What follows belongs to an exercise in optimizing a design on an open flow for small area, a short achievable clock period and few clock cycles per item; a production flow would make more cautious choices. In this exercise RTL edits were held to simulation tests only and were not proved equivalent to the original.

==> 04-20 <==
// fft_stage_top
module fft_stage_top (
    input  logic        clk,
    input  logic        rstn,
    input  logic        in_valid,
    input  logic [51:0] in_a_re,
    input  logic [51:0] in_a_im,
    input  logic [51:0] in_b_re,
    input  logic [51:0] in_b_im,
    input  logic        out_credit,
    output logic        in_credit,
    output logic        out_valid,
    output logic [91:0] out_add_re,
    output logic [91:0] out_add_im,
    output logic [91:0] out_diff_re,
    output logic [91:0] out_diff_im
);
export LEC_CHECK = 0
export CAP_MARGIN = 20
export CORE_MARGIN = 2
export CORE_UTILIZATION = 45
export CTS_CLUSTER_DIAMETER = 150
export CTS_CLUSTER_SIZE = 24
export SETUP_SLACK_MARGIN = 4.0
export SLEW_MARGIN = 20
create_clock -name core_clock -period 7.5 [get_ports {clk}]
standard.sh (not shown) runs the stock make flow with config.mk's settings and CLKGATE_MAP_FILE= SYNTH_SCRIPT=/design/flow/synth_recipe.tcl, a recipe that flattens the netlist after the stock synthesis.
==> flow/flow/run.sh <==
#!/bin/bash
# The standard layout, with the port buffers that buffer_ports inserts made
# plain sky130 buffers (buf_2) instead of its default delay cell.
set -euo pipefail
export BUFFER_PORTS_ARGS="-buffer_cell sky130_fd_sc_hd__buf_2"
bash standard.sh > standard_flow.log 2>&1
==> inputs of 10-19, as changes to 04-20 <==
Settings changed: CORE_UTILIZATION 45 to 40, CTS_CLUSTER_DIAMETER 150 to 120, CTS_CLUSTER_SIZE 24 to 20.
==> run notes <==
- Area after synthesis is the same in 04-20 and 10-19.
- Between 10-19 and 04-20, the lower setup slack is in 04-20 (gap 0.0076 ns).
- In synthesized cell count, 10-19 and 04-20 do not differ.
- Against 04-20, the cell count of 10-19 is larger by 3.5%.
- Of 04-20 and 10-19, 04-20 has the higher utilization (gap 5.1 points).
- Against 04-20, the first-iteration DRC count of 10-19 is higher by 8.1%.
- In 10-19 the clock skew is higher than in 04-20, by 0.063 ns.
- Count of clock-buffer cells in the layout: 04-20 is lower than 10-19 (30).
Testbench counts of 04-20, summed over its fixed seeds: cycles 3,232, blocks 3,200.
Testbench counts of 10-19, summed over its fixed seeds: cycles 3,232, blocks 3,200.

* * *

==> inputs of job 4647 <==
Another version of the RTL of fft_stage_top (not shown whole).
==> module input_credit_buffer, before the edit <==
module input_credit_buffer (
    input  logic         clk,
    input  logic         rstn,
    input  logic         in_valid,
    input  logic [207:0] in_block,     
    input  logic         pop,
    output logic         nonempty,
    output logic [207:0] head
);
    logic [207:0] e0, e1;
    logic [1:0]   count;
    logic         full;
    assign nonempty = (count != 2'd0);
    assign full     = count[1];
    assign head     = e0;
    always_ff @(posedge clk) begin
        if (full && pop)                    e0 <= e1;
        else if (!count[0] && !full || pop) e0 <= in_block;
        if (!full || pop)                   e1 <= in_block;
    end
    always_ff @(posedge clk or negedge rstn) begin
        if (!rstn) begin
            count <= '0;
        end else begin
            count <= count + {1'b0, in_valid} - {1'b0, pop};
        end
    end
endmodule
Settings: LEC_CHECK=0, CAP_MARGIN=20, CORE_MARGIN=2, CORE_UTILIZATION=40, SETUP_SLACK_MARGIN=4.0, SLEW_MARGIN=20; clock period 7.5 ns.
run.sh (not shown) runs the stock make flow with config.mk's settings and CLKGATE_MAP_FILE= SYNTH_SCRIPT=/design/flow/synth_recipe.tcl, a recipe that flattens the netlist after the stock synthesis.
Stock flow here: none of the scripts above is used.
==> inputs of job 4077, as changes to job 4647 <==
--- a/flow/design.v
+++ b/flow/design.v
@@ -3015,20 +3015,30 @@
     output logic [207:0] head
 );
-    logic [207:0] e0, e1;
+    logic [207:0] mem [2];
+    logic         wr_ptr, rd_ptr;
     logic [1:0]   count;
-    logic         full;
-    assign nonempty = (count != 2'd0);
-    assign full     = count[1];
-    assign head     = e0;
+    logic [1:0]   we;
+    logic         wr_ptr_next;
+    logic [1:0]   count_next;
+    assign nonempty    = (count != 2'd0);
+    assign head        = mem[rd_ptr];
+    assign wr_ptr_next = wr_ptr ^ in_valid;
+    assign count_next  = count + {1'b0, in_valid} - {1'b0, pop};
     always_ff @(posedge clk) begin
-        if (full && pop)                    e0 <= e1;
-        else if (!count[0] && !full || pop) e0 <= in_block;
-        if (!full || pop)                   e1 <= in_block;
+        if (we[0]) mem[0] <= in_block;
+        if (we[1]) mem[1] <= in_block;
     end
     always_ff @(posedge clk or negedge rstn) begin
         if (!rstn) begin
-            count <= '0;
+            wr_ptr <= 1'b0;
+            rd_ptr <= 1'b0;
+            count  <= '0;
+            we     <= 2'b01;
         end else begin
-            count <= count + {1'b0, in_valid} - {1'b0, pop};
+            wr_ptr <= wr_ptr_next;
+            rd_ptr <= rd_ptr ^ pop;
+            count  <= count_next;
+            we[0]  <= !wr_ptr_next && !count_next[1];
+            we[1]  <=  wr_ptr_next && !count_next[1];
         end
     end
==> notes <==
- Between job 4647 and job 4077, the lower global-route usage is in job 4077 (gap 0.12 points).
- Between job 4077 and job 4647, the lower worst setup slack is in job 4647 (gap 0.025 ns).
- Of job 4077 and job 4647, job 4077 has the higher non-clock buffer count (gap 79).
- In job 4647 the via count is smaller than in job 4077, by about 0.2%.
- Between job 4647 and job 4077, the lower cell area is in job 4647 (gap 0.77%, measured against job 4077).
- Against job 4077, the count of clock-buffer cells in the layout of job 4647 is higher by 11.
- Between job 4077 and job 4647, the lower final cell count is in job 4647 (gap about 0.6%, measured against job 4647).
Testbench counts of job 4647, summed over its fixed seeds: cycles 3,232, blocks 3,200.
Testbench counts of job 4077, summed over its fixed seeds: cycles 3,232, blocks 3,200.

## afterwards: timing with drivers on the ports
Ports are ideal in the flow. The routed layouts listed here were re-timed in OpenROAD.
Step 1, drivers: a clkbuf_16 drives clk and a buf_2 each remaining input, both assumed.
Step 2, shift: input delay + t, output delay - t, t = (earliest + latest rising clock arrival at the registers) / 2. This alone moves slack from input paths to output paths.
Three values: ideal, step 1, step 2; two values: the first two.
run | t (ns) | setup WS [ns] | worst setup path at the end | cell pins on the clock port's net
04-20 | 0.957 | 3.989 / 3.989 / 3.989 | register to register | 1
10-19 | 1.005 | 3.996 / 3.996 / 3.996 | register to register | 1
job 4647 | 1.023 | 3.987 / 3.969 / 3.987 | register to register | 1
job 4077 | 1.016 | 4.011 / 3.962 / 4.011 | register to register | 1
After both steps every run listed still meets setup and hold.
